This is an optimization exercise on Yosys and OpenROAD, whose aim is small area, not a production implementation.
Function was checked by simulation only, so behaviour that the tests miss may differ from the original.
No activity file was given, so power comes from the tool's default toggle rates. No driver is modelled on the clock port, so clocking that relies on it looks cheaper here than on a real chip.

==> flow/design.v (excerpt) <==
module memory_system #(
  parameter bit BOOT_LOAD = 1'b1
) (
  input  logic                  clk,
  input  logic                  reset,
  input  logic [memory_map_pkg::ADDR_W-1:0]     address,
  input  logic [memory_map_pkg::DATA_W-1:0]     to_memory,
  input  logic                  write,
  output logic [memory_map_pkg::DATA_W-1:0]     from_memory,
  output logic                  cpu_reset,
  input  logic                  load_valid,
  input  logic [memory_map_pkg::DATA_W-1:0]     load_data,
  input  logic                  load_last,
  output logic                  load_ready,
  input  logic [memory_map_pkg::PORT_BUS_W-1:0] port_in,
  output logic [memory_map_pkg::PORT_BUS_W-1:0] port_out
);
For scale: about 3,500 cells after synthesis, about 1,900 flip-flops, roughly 100 I/O pins, roughly 0.067 mm² of cells after synthesis.
==> flow/config.mk <==
export PLATFORM = sky130hd
export DESIGN_NAME = memory_system
export DESIGN_NICKNAME = memory_system
export VERILOG_FILES = /design/flow/design.v
export SDC_FILE = /design/flow/constraint.sdc
export NUM_CORES = 4
export LEC_CHECK = 0
export CAP_MARGIN = 20
export CORE_MARGIN = 2
export CORE_UTILIZATION = 40
export SLEW_MARGIN = 20
export SYNTH_HIERARCHICAL = 1
export SYNTH_MINIMUM_KEEP_SIZE = 0
==> flow/constraint.sdc <==
create_clock -name core_clock -period 5.0 [get_ports {clk}]
set_input_delay 1.0000 -clock core_clock [delete_from_list [all_inputs] [get_ports {clk}]]
set_output_delay 1.0000 -clock core_clock [all_outputs]
set_load 0.01 [all_outputs]
run.sh (not shown) runs the stock make flow with config.mk's settings and CLKGATE_MAP_FILE= SYNTH_SCRIPT=/design/flow/synth_recipe.tcl, a recipe that flattens the netlist after the stock synthesis.
Next try:
- CORE_UTILIZATION: 40 -> 50
- CTS_BUF_LIST: not set -> sky130_fd_sc_hd__clkbuf_8 sky130_fd_sc_hd__clkbuf_16
- CTS_CLUSTER_DIAMETER: not set -> 80
- CTS_CLUSTER_SIZE: not set -> 30
The changed run finished with timing, DRC and antenna clean; total power went down by 15%; routed wire length went down by about 2.5%; worst setup slack is worse by 0.043 ns; combinational power hardly moves; register-to-register slack is worse by 0.04 ns; clock skew went up by 0.014 ns; synthesized area is unchanged.


Another version of the RTL of memory_system (not shown whole).
For scale: about 65,000 um^2 of cells after synthesis.
==> flow/config.mk <==
export PLATFORM = sky130hd
export DESIGN_NAME = memory_system
export DESIGN_NICKNAME = memory_system
export VERILOG_FILES = /design/flow/design.v
export SDC_FILE = /design/flow/constraint.sdc
export NUM_CORES = 4
export LEC_CHECK = 0
export CAP_MARGIN = 10
export CORE_MARGIN = 2
export CORE_UTILIZATION = 60
export GPL_TIMING_DRIVEN = 0
export SETUP_SLACK_MARGIN = 0.3
export SLEW_MARGIN = 10
export SYNTH_HIERARCHICAL = 1
export SYNTH_MINIMUM_KEEP_SIZE = 0
==> flow/constraint.sdc <==
create_clock -name core_clock -period 5.0 [get_ports {clk}]
set_input_delay 1.0000 -clock core_clock [delete_from_list [all_inputs] [get_ports {clk}]]
set_output_delay 1.0000 -clock core_clock [all_outputs]
set_load 0.01 [all_outputs]
standard.sh (not shown) runs the stock make flow with config.mk's settings and CLKGATE_MAP_FILE= SYNTH_SCRIPT=/design/flow/synth_recipe.tcl, a recipe that flattens the netlist after the stock synthesis.
==> flow/flow/run.sh <==
#!/bin/bash
# Layout flow: the standard synthesis; then the combinational cells, which
# ABC maps one small module at a time and sizes up (the storage hold gates
# become a2bb2oi_2), are set back to size 1 of the same cell (flow/downsize.py);
# then the standard layout from that netlist, with the synthesis buffers
# removed at floorplan, the smallest buffer on the ports and a clock tree built
# without dummy loads. The layout's repair steps size cells up again where
# needed. Each step's output goes to its own log in the work folder.
set -euo pipefail
R=orfs/results/${FLOW_PLATFORM}/memory_system/base
bash standard.sh synth > flow_synth.log 2>&1
python3 flow/downsize.py "$R/1_2_yosys.v" > flow_downsize.log 2>&1
export REMOVE_ABC_BUFFERS=1
export BUFFER_PORTS_ARGS="-buffer_cell sky130_fd_sc_hd__buf_1"
export CTS_ARGS="-sink_clustering_enable -repair_clock_nets -dont_use_dummy_load -sink_clustering_size 30 -sink_clustering_max_diameter 80 -buf_list {sky130_fd_sc_hd__clkbuf_8 sky130_fd_sc_hd__clkbuf_16}"
bash standard.sh finish > flow_finish.log 2>&1
Other scripts of this flow, unchanged in this note and not shown: flow/flow/downsize.py
The baseline ran to the end with no violations.
Edit:
- CAP_MARGIN: 10 -> 20
- SETUP_SLACK_MARGIN: 0.3 -> not set
- SLEW_MARGIN: 10 -> 20
With this change the flow ran to the end with violations: setup timing.
Sequential cell count does not change.
Setup slack loses 0.49 ns.
Design area hardly moves.
Routed wire length shrinks by 0.59%.
Final cell count stays flat.
Count of clock-buffer cells in the layout stays the same.

[afterwards: timing with drivers on the ports]
Ports are ideal in the flow. The routed layouts listed here were re-timed in OpenROAD.
Step 1, drivers: a clkbuf_16 drives clk and a buf_2 each remaining input, both assumed.
Step 2 moves the port delays by t, midway between the first and last clock arrival at a register: inputs arrive t later, outputs are due t later. That takes back most of the time a late clock gives input paths.
Slacks: ideal / step 1 / step 2; pairs: ideal / step 1.
run	t (ns)	setup slack, ns	hold slack, ns	worst setup path at the end
the first run of note 1	0.891	0.597 / 0.597 / -0.201	0.326 / 0.326 / 0.326	input to register
the second run of note 1	0.803	0.555 / 0.555 / -0.165	0.328 / 0.328 / 0.328	input to register
the first run of note 2	0.758	0.291 / 0.260 / -0.498	0.329 / 0.329 / 0.329	input to register
the second run of note 2	0.766	-0.197 / -0.149 / -0.915	0.333 / 0.327 / 0.333	input to register
Met with ideal ports but missed after step 2: setup timing in the first run of note 1, the second run of note 1 and the first run of note 2. For the first run of note 1, which loses most, drivers alone change the setup slack by 0.000 ns; drivers and shift together by -0.798 ns.
